This design comes from an exercise in tuning for small area on the open sky130 flow, not from production work.
Where RTL was checked, it was by simulation tests only, not by an equivalence proof against the original.
No activity file was given, so power comes from the tool's default toggle rates.

==> inputs of run a <==
==> flow/design.v <==
package efuse_ctrl_pkg;
  typedef enum logic [2:0] {
    ST_IDLE      = 3'b000,
    ST_IDLE_DONE = 3'b001,
    ST_AUTO      = 3'b010,    
    ST_SETUP     = 3'b100,
    ST_STROBE    = 3'b101,
    ST_CAPTURE   = 3'b110,
    ST_DONE      = 3'b111
  } efuse_state_e;
  localparam int unsigned REG_CTRL     = 32'h00;
  localparam int unsigned REG_STATUS   = 32'h01;
  localparam int unsigned REG_STRB_CFG = 32'h02;
  localparam int unsigned SHADOW_BASE  = 32'h80;
  localparam int unsigned STRB_MIN = 1;
  function automatic logic [3:0] strb_sanitize(input logic [3:0] v);
    strb_sanitize = (v == 4'd0) ? 4'(STRB_MIN) : v;
  endfunction
endpackage
module efuse_aoi222 (
  input  logic a1, a2, b1, b2, c1, c2,
  output logic y
);
  assign y = ~((a1 & a2) | (b1 & b2) | (c1 & c2));
endmodule
module efuse_nand2 (
  input  logic a, b,
  output logic y
);
  assign y = ~(a & b);
endmodule
module efuse_nor2 (
  input  logic a, b,
  output logic y
);
  assign y = ~(a | b);
endmodule
module efuse_sel128 (
  input  logic [127:0] d_i,
  input  logic [127:0] oh_i,
  output logic         y_o
);
  logic [43:0] n1;    
  logic [10:0] o2;    
  logic [2:0]  n3;
  for (genvar g = 0; g < 42; g++) begin : g_l1
    efuse_aoi222 u (.a1(d_i[3*g]),   .a2(oh_i[3*g]),
                    .b1(d_i[3*g+1]), .b2(oh_i[3*g+1]),
                    .c1(d_i[3*g+2]), .c2(oh_i[3*g+2]), .y(n1[g]));
  end
  efuse_nand2 u_l1_126 (.a(d_i[126]), .b(oh_i[126]), .y(n1[42]));
  efuse_nand2 u_l1_127 (.a(d_i[127]), .b(oh_i[127]), .y(n1[43]));
  always_comb begin
    for (int i = 0; i < 10; i++) o2[i] = ~&n1[4*i +: 4];
    o2[10] = ~&n1[43:40];
    n3[0] = ~|o2[3:0];
    n3[1] = ~|o2[7:4];
    n3[2] = ~|o2[10:8];
    y_o   = ~&n3;
  end
endmodule
module efuse_load_ctrl
#(
  parameter  int EFUSE_BIT      = 1024,
  parameter  int APB_ADDR_WIDTH = 8,
  parameter  int APB_DATA_WIDTH = 8,
  parameter  int STRB_DEF       = 4,
  parameter  int AUTO_LOAD      = 1,
  localparam int EA_W           = $clog2(EFUSE_BIT)
) (
  input  logic                      clk,
  input  logic                      rstn,
  input  logic                      psel,
  input  logic                      penable,
  input  logic                      pwrite,
  input  logic [APB_ADDR_WIDTH-1:0] paddr,
  input  logic [APB_DATA_WIDTH-1:0] pwdata,
  output logic [APB_DATA_WIDTH-1:0] prdata,
  output logic                      pready,
  output logic                      pslverr,
  output logic                      efuse_csb,
  output logic [EA_W-1:0]           efuse_addr,
  output logic                      efuse_strobe,
  input  logic                      efuse_dout,
  output logic                      busy,
  output logic                      load_done
);
  efuse_ctrl_pkg::efuse_state_e state_q, state_d;
  logic [EA_W-1:0]      addr_q, addr_d;
  logic [3:0]           cnt_q;        
  logic [3:0]           pm_q;         
  logic [3:0]           pm_new;       
  logic                 start_req;
  logic                 start;
  logic                 busy_w, done_w;
  logic [1023:0]        ring_q;       
  logic [7:0]           cur_q;        
  logic [7:0]           prev_q;       
  logic [6:0]           h_q;          
  logic                 loading;
  logic [6:0]           ncur, ncur_m1, pidx;
  logic                 ins;
  logic [6:0]           rn;
  logic [6:0]           rsel;
  logic [7:0]           ring_byte;
  logic [7:0]           sh_byte;
  logic                 sh_valid;
  logic [7:0]           pmask;
  function automatic logic [6:0] slot(input logic [6:0] n, input logic [3:0] m);
    logic [3:0] prod;
    logic [3:0] tz;
    prod = m * n[3:0];
    tz   = {~|m[3:0], ~|m[2:0], ~|m[1:0], ~m[0]};
    slot = {prod, 3'b000} | {{n[0], n[1], n[2], n[3]} & tz, n[6:4]};
  endfunction
  logic       access;
  logic [3:0] strb_q, strb_d;
  assign access   = psel & penable;
  always_comb begin
    prdata    = '0;
    pslverr   = 1'b0;
    start_req = 1'b0;
    strb_d    = strb_q;
    if (access) begin
      if (paddr == 8'(efuse_ctrl_pkg::REG_CTRL)) begin
        if (pwrite) start_req = pwdata[0] & ~busy_w;
      end else if (paddr == 8'(efuse_ctrl_pkg::REG_STATUS)) begin
        if (pwrite) pslverr = 1'b1;
        else        prdata  = {6'b0, done_w, busy_w};
      end else if (paddr == 8'(efuse_ctrl_pkg::REG_STRB_CFG)) begin
        if (pwrite) begin
          if (busy_w) pslverr = 1'b1;
          else        strb_d  = efuse_ctrl_pkg::strb_sanitize(pwdata[3:0]);
        end else begin
          prdata = {4'b0, strb_q};
        end
      end else if (paddr[7]) begin
        if (pwrite) begin
          pslverr = 1'b1;
        end else begin
          prdata  = sh_byte;
          pslverr = busy_w;
        end
      end else begin
        pslverr = 1'b1;
      end
    end
  end
  always_ff @(posedge clk or negedge rstn) begin
    if (!rstn) strb_q <= 4'(STRB_DEF);
    else       strb_q <= strb_d;
  end
  assign busy_w       = state_q[2];
  assign done_w       = (state_q == efuse_ctrl_pkg::ST_IDLE_DONE);
  assign pready       = 1'b1;
  assign efuse_csb    = ~state_q[2] | (state_q == efuse_ctrl_pkg::ST_DONE);
  assign efuse_strobe = (state_q == efuse_ctrl_pkg::ST_STROBE);
  assign efuse_addr   = addr_q;
  assign busy         = busy_w;
  assign load_done    = done_w;
  assign start = ~state_q[2] & (start_req | (state_q == efuse_ctrl_pkg::ST_AUTO));
  always_comb begin
    state_d = state_q;
    addr_d  = addr_q;
    case (state_q)
      efuse_ctrl_pkg::ST_SETUP:   state_d = efuse_ctrl_pkg::ST_STROBE;
      efuse_ctrl_pkg::ST_STROBE:  if (cnt_q == 4'd1) state_d = efuse_ctrl_pkg::ST_CAPTURE;
      efuse_ctrl_pkg::ST_CAPTURE: begin
        if (addr_q == EA_W'(EFUSE_BIT - 1)) begin
          state_d = efuse_ctrl_pkg::ST_DONE;
        end else begin
          addr_d  = addr_q + EA_W'(1);
          state_d = efuse_ctrl_pkg::ST_SETUP;
        end
      end
      efuse_ctrl_pkg::ST_DONE:    state_d = efuse_ctrl_pkg::ST_IDLE_DONE;
      default: begin
        if (start) begin
          addr_d  = '0;
          state_d = efuse_ctrl_pkg::ST_SETUP;
        end
      end
    endcase
  end
  always_ff @(posedge clk or negedge rstn) begin
    if (!rstn) begin
      state_q <= (AUTO_LOAD != 0) ? efuse_ctrl_pkg::ST_AUTO : efuse_ctrl_pkg::ST_IDLE;
      addr_q  <= '0;
    end else begin
      state_q <= state_d;
      addr_q  <= addr_d;
    end
  end
  assign pm_new = strb_q + 4'd2;
  always_ff @(posedge clk) begin
    if (start) pm_q <= pm_new;
  end
  always_ff @(posedge clk) begin
    if (state_q == efuse_ctrl_pkg::ST_SETUP) cnt_q <= strb_q;
    else                                     cnt_q <= cnt_q - 4'd1;
  end
  assign loading = state_q[2] & ~(state_q == efuse_ctrl_pkg::ST_DONE);
  assign ncur    = addr_q[9:3];
  assign ncur_m1 = ncur - 7'd1;
  assign pidx    = ncur_m1;
  always_ff @(posedge clk) begin
    if (state_q == efuse_ctrl_pkg::ST_STROBE) cur_q[addr_q[2:0]] <= efuse_dout;
  end
  always_ff @(posedge clk) begin
    if ((state_q == efuse_ctrl_pkg::ST_CAPTURE) && (addr_q[2:0] == 3'd7) && (addr_q[9:3] != 7'd127))
      prev_q <= cur_q;
  end
  always_ff @(posedge clk) begin
    if (start) h_q <= {4'd0 - pm_new, 3'b000};
    else       h_q <= h_q + 7'd1;
  end
  assign ins = (h_q == slot(pidx, pm_q));
  always_ff @(posedge clk) begin
    ring_q <= {ring_q[1015:8], (ins ? prev_q : ring_q[7:0]), ring_q[1023:1016]};
  end
  assign rn        = paddr[6:0];
  assign rsel      = h_q - slot(rn, pm_q);
  logic [7:0]   sel_lo;    
  logic [15:0]  sel_hi;    
  logic [127:0] oh;
  always_comb begin
    for (int i = 0; i < 8; i++)  sel_lo[i] = (rsel[2:0] != 3'(i));
    for (int i = 0; i < 16; i++) sel_hi[i] = (rsel[6:3] != 4'(i));
  end
  for (genvar p = 0; p < 128; p++) begin : g_oh
    efuse_nor2 u_oh (.a(sel_hi[p / 8]), .b(sel_lo[p % 8]), .y(oh[p]));
  end
  for (genvar b = 0; b < 8; b++) begin : g_rd
    logic [127:0] col;
    for (genvar p = 0; p < 128; p++) begin : g_col
      assign col[p] = ring_q[8*p + b];
    end
    efuse_sel128 u_sel (.d_i(col), .oh_i(oh), .y_o(ring_byte[b]));
  end
  assign sh_valid  = (state_q[2] | state_q[0]) && (rn <= ncur);
  assign pmask     = {~loading, 7'b1111111 >> (3'd7 - addr_q[2:0])};
  always_comb begin
    if (!sh_valid)          sh_byte = '0;
    else if (rn == ncur)    sh_byte = cur_q & pmask;
    else if (rn == ncur_m1) sh_byte = prev_q;
    else                    sh_byte = ring_byte;
  end
endmodule
==> flow/flow/run.sh <==
#!/bin/bash
# Own layout flow: the standard ORFS flow (standard.sh) with these changes:
#  - synthesis runs the standard flow's own script (synth_recipe.tcl) unchanged, except that
#    ABC maps the logic with flow/abc_area.script (SAT-based deep synthesis
#    for area, then ORFS's usual mapper, no ABC buffering or gate sizing), and
#    the adders are left to ABC instead of ORFS's adder cell mapping. Registers
#    are mapped before ABC runs, so they are the standard synthesis's;
#  - the port buffers are plain buf_1 cells;
#  - the clock tree has no dummy loads, with sink clusters of up to 18 flops.
# The make output goes to flow_make.log; ORFS keeps each step's log in orfs/logs.
set -euo pipefail
here=$(pwd)
{
  echo "proc abc {args} {"
  echo "  set i [lsearch -exact \$args -script]"
  echo "  if {\$i >= 0} { lset args [expr {\$i + 1}] {$here/flow/abc_area.script} }"
  echo "  yosys abc {*}\$args"
  echo "}"
  cat synth_recipe.tcl
} > flow_synth.tcl
bash standard.sh \
  "SYNTH_SCRIPT=$here/flow_synth.tcl" 'ADDER_MAP_FILE=' \
  'BUFFER_PORTS_ARGS=-buffer_cell sky130_fd_sc_hd__buf_1' \
  'CTS_ARGS=-sink_clustering_enable -repair_clock_nets -dont_use_dummy_load -sink_clustering_size 20 -sink_clustering_max_diameter 60 -buf_list sky130_fd_sc_hd__clkbuf_8' \
  finish > flow_make.log 2>&1
==> flow/flow/abc_area.script <==
&get -n
&st
&deepsyn -T 30
&dch
&nf -R 1000
&put
topo
stime -c
==> flow/standard.sh <==
#!/bin/bash
# synth_recipe.tcl (not shown) runs the flow's synth.tcl, then flattens the netlist and writes it again
# the make line also repeats each setting of config.mk as NAME=value (left out here)
make -C /OpenROAD-flow-scripts/flow DESIGN_CONFIG=/design/flow/config.mk WORK_HOME=/design/flow/orfs CLKGATE_MAP_FILE= SYNTH_SCRIPT=/design/flow/synth_recipe.tcl "${@:-finish}"
==> flow/config.mk <==
export PLATFORM = sky130hd
export DESIGN_NAME = efuse_load_ctrl
export DESIGN_NICKNAME = efuse_load_ctrl
export VERILOG_FILES = /design/flow/design.v
export SDC_FILE = /design/flow/constraint.sdc
export NUM_CORES = 4
export LEC_CHECK = 0
export CAP_MARGIN = 0
export CORE_MARGIN = 2
export CORE_UTILIZATION = 45
export PLACE_DENSITY = 0.65
export SLEW_MARGIN = 0
export SYNTH_HIERARCHICAL = 1
export SYNTH_MINIMUM_KEEP_SIZE = 0
==> flow/constraint.sdc <==
create_clock -name core_clock -period 12.0 [get_ports {clk}]
set_input_delay 2.4000 -clock core_clock [delete_from_list [all_inputs] [get_ports {clk}]]
set_output_delay 2.4000 -clock core_clock [all_outputs]
set_load 0.01 [all_outputs]
==> run b (differences from run a) <==
--- a/flow/design.v
+++ b/flow/design.v
@@ -4,3 +4,2 @@
     ST_IDLE_DONE = 3'b001,
-    ST_AUTO      = 3'b010,    
     ST_SETUP     = 3'b100,
@@ -25,7 +24,7 @@
 endmodule
-module efuse_nand2 (
-  input  logic a, b,
+module efuse_aoi22 (
+  input  logic a1, a2, b1, b2,
   output logic y
 );
-  assign y = ~(a & b);
+  assign y = ~((a1 & a2) | (b1 & b2));
 endmodule
@@ -42,3 +41,3 @@
 );
-  logic [43:0] n1;    
+  logic [42:0] n1;    
   logic [10:0] o2;    
@@ -50,7 +49,6 @@
   end
-  efuse_nand2 u_l1_126 (.a(d_i[126]), .b(oh_i[126]), .y(n1[42]));
-  efuse_nand2 u_l1_127 (.a(d_i[127]), .b(oh_i[127]), .y(n1[43]));
+  efuse_aoi22 u_l1_last (.a1(d_i[126]), .a2(oh_i[126]), .b1(d_i[127]), .b2(oh_i[127]), .y(n1[42]));
   always_comb begin
     for (int i = 0; i < 10; i++) o2[i] = ~&n1[4*i +: 4];
-    o2[10] = ~&n1[43:40];
+    o2[10] = ~&n1[42:40];
     n3[0] = ~|o2[3:0];
@@ -90,4 +88,4 @@
   logic [3:0]           cnt_q;        
-  logic [3:0]           pm_q;         
-  logic [3:0]           pm_new;       
+  logic [3:0]           slen_q;       
+  logic                 auto_q;
   logic                 start_req;
@@ -96,4 +94,3 @@
   logic [1023:0]        ring_q;       
-  logic [7:0]           cur_q;        
-  logic [7:0]           prev_q;       
+  logic [7:0]           stg_q [2];    
   logic [6:0]           h_q;          
@@ -101,3 +98,5 @@
   logic [6:0]           ncur, ncur_m1, pidx;
+  logic [3:0]           pm;           
   logic                 ins;
+  logic [7:0]           ins_byte;
   logic [6:0]           rn;
@@ -160,3 +159,3 @@
   assign load_done    = done_w;
-  assign start = ~state_q[2] & (start_req | (state_q == efuse_ctrl_pkg::ST_AUTO));
+  assign start = ~state_q[2] & (start_req | auto_q);
   always_comb begin
@@ -186,3 +185,3 @@
     if (!rstn) begin
-      state_q <= (AUTO_LOAD != 0) ? efuse_ctrl_pkg::ST_AUTO : efuse_ctrl_pkg::ST_IDLE;
+      state_q <= efuse_ctrl_pkg::ST_IDLE;
       addr_q  <= '0;
@@ -193,8 +192,11 @@
   end
-  assign pm_new = strb_q + 4'd2;
-  always_ff @(posedge clk) begin
-    if (start) pm_q <= pm_new;
-  end
-  always_ff @(posedge clk) begin
-    if (state_q == efuse_ctrl_pkg::ST_SETUP) cnt_q <= strb_q;
+  always_ff @(posedge clk or negedge rstn) begin
+    if (!rstn) auto_q <= (AUTO_LOAD != 0);
+    else       auto_q <= 1'b0;
+  end
+  always_ff @(posedge clk) begin
+    if (start) slen_q <= strb_q;
+  end
+  always_ff @(posedge clk) begin
+    if (state_q == efuse_ctrl_pkg::ST_SETUP) cnt_q <= slen_q;
     else                                     cnt_q <= cnt_q - 4'd1;
@@ -204,20 +206,18 @@
   assign ncur_m1 = ncur - 7'd1;
-  assign pidx    = ncur_m1;
-  always_ff @(posedge clk) begin
-    if (state_q == efuse_ctrl_pkg::ST_STROBE) cur_q[addr_q[2:0]] <= efuse_dout;
-  end
-  always_ff @(posedge clk) begin
-    if ((state_q == efuse_ctrl_pkg::ST_CAPTURE) && (addr_q[2:0] == 3'd7) && (addr_q[9:3] != 7'd127))
-      prev_q <= cur_q;
-  end
-  always_ff @(posedge clk) begin
-    if (start) h_q <= {4'd0 - pm_new, 3'b000};
+  assign pidx    = loading ? ncur_m1 : ncur;
+  assign pm      = slen_q + 4'd2;
+  always_ff @(posedge clk) begin
+    if (state_q == efuse_ctrl_pkg::ST_STROBE) stg_q[ncur[0]][addr_q[2:0]] <= efuse_dout;
+  end
+  always_ff @(posedge clk) begin
+    if (start) h_q <= {4'd0 - (strb_q + 4'd2), 3'b000};
     else       h_q <= h_q + 7'd1;
   end
-  assign ins = (h_q == slot(pidx, pm_q));
-  always_ff @(posedge clk) begin
-    ring_q <= {ring_q[1015:8], (ins ? prev_q : ring_q[7:0]), ring_q[1023:1016]};
+  assign ins      = (h_q == slot(pidx, pm));
+  assign ins_byte = stg_q[pidx[0]];
+  always_ff @(posedge clk) begin
+    ring_q <= {ring_q[1015:8], (ins ? ins_byte : ring_q[7:0]), ring_q[1023:1016]};
   end
   assign rn        = paddr[6:0];
-  assign rsel      = h_q - slot(rn, pm_q);
+  assign rsel      = h_q - slot(rn, pm);
   logic [7:0]   sel_lo;    
@@ -243,4 +243,4 @@
     if (!sh_valid)          sh_byte = '0;
-    else if (rn == ncur)    sh_byte = cur_q & pmask;
-    else if (rn == ncur_m1) sh_byte = prev_q;
+    else if (rn == ncur)    sh_byte = stg_q[ncur[0]] & pmask;
+    else if (rn == ncur_m1) sh_byte = stg_q[~ncur[0]];
     else                    sh_byte = ring_byte;
==> flow/run.sh (new file) <==
#!/bin/bash
# synth_recipe.tcl (not shown) runs the flow's synth.tcl, then flattens the netlist and writes it again
# the make line also repeats each setting of config.mk as NAME=value (left out here)
make -C /OpenROAD-flow-scripts/flow DESIGN_CONFIG=/design/flow/config.mk WORK_HOME=/design/flow/orfs CLKGATE_MAP_FILE= SYNTH_SCRIPT=/design/flow/synth_recipe.tcl finish
--- a/flow/config.mk
+++ b/flow/config.mk
@@ -7,7 +7,10 @@
 export LEC_CHECK = 0
-export CAP_MARGIN = 0
+export CAP_MARGIN = 20
 export CORE_MARGIN = 2
-export CORE_UTILIZATION = 45
-export PLACE_DENSITY = 0.65
-export SLEW_MARGIN = 0
+export CORE_UTILIZATION = 55
+export CTS_BUF_LIST = sky130_fd_sc_hd__clkbuf_16
+export CTS_CLUSTER_DIAMETER = 60
+export CTS_CLUSTER_SIZE = 28
+export PLACE_DENSITY = 0.7
+export SLEW_MARGIN = 20
 export SYNTH_HIERARCHICAL = 1
removed: flow/flow/run.sh
removed: flow/flow/abc_area.script
removed: flow/standard.sh
==> run summary <==
Non-clock buffer count: run a is lower than run b (14).
Against run b, the worst setup slack of run a is worse by 22 ps.
Global-route usage: run b is higher than run a (6.0 points).
Between run a and run b, the lower power is in run a (gap about 13%, measured against run b).
Via count: run b is higher than run a (6.6%).
Of run a and run b, run b has the higher worst hold slack (gap 44 ps).
Between run a and run b, the lower sequential cell count is in run a (gap 1).
Between run b and run a, the lower core utilization is in run a (gap 12 points).
In run b the final area is higher than in run a, by about 7%.
Of run a and run b, run a has the higher sequential share of layout area (gap 4.5 points).
No functional check of the RTL was part of run a.

[what the ideal ports hide]
No port has a modelled driver above. Below, the same layouts with a new extraction and two added sets of constraints. Step 1: set_driving_cell puts a clkbuf_16 on clk and a buf_2 on each other input, an assumption about the parent block. Step 2, shift: input delay + t, output delay - t, t = (earliest + latest rising clock arrival at the registers) / 2. This alone moves slack from input paths to output paths. Slacks: ideal ports / drivers / drivers and shift; pairs: ideal ports / drivers.
run	t (ns)	setup slack, ns	slew at the worst register clock pin (ns)
run a	0.738	0.877 / 0.850 / 0.850	0.12 / 0.12
run b	0.691	0.899 / 0.871 / 0.871	0.10 / 0.10
After both steps setup and hold are still met in every run listed. The setup slack of run b, which loses most, moves by -0.028 ns with the drivers and by -0.028 ns with both steps.
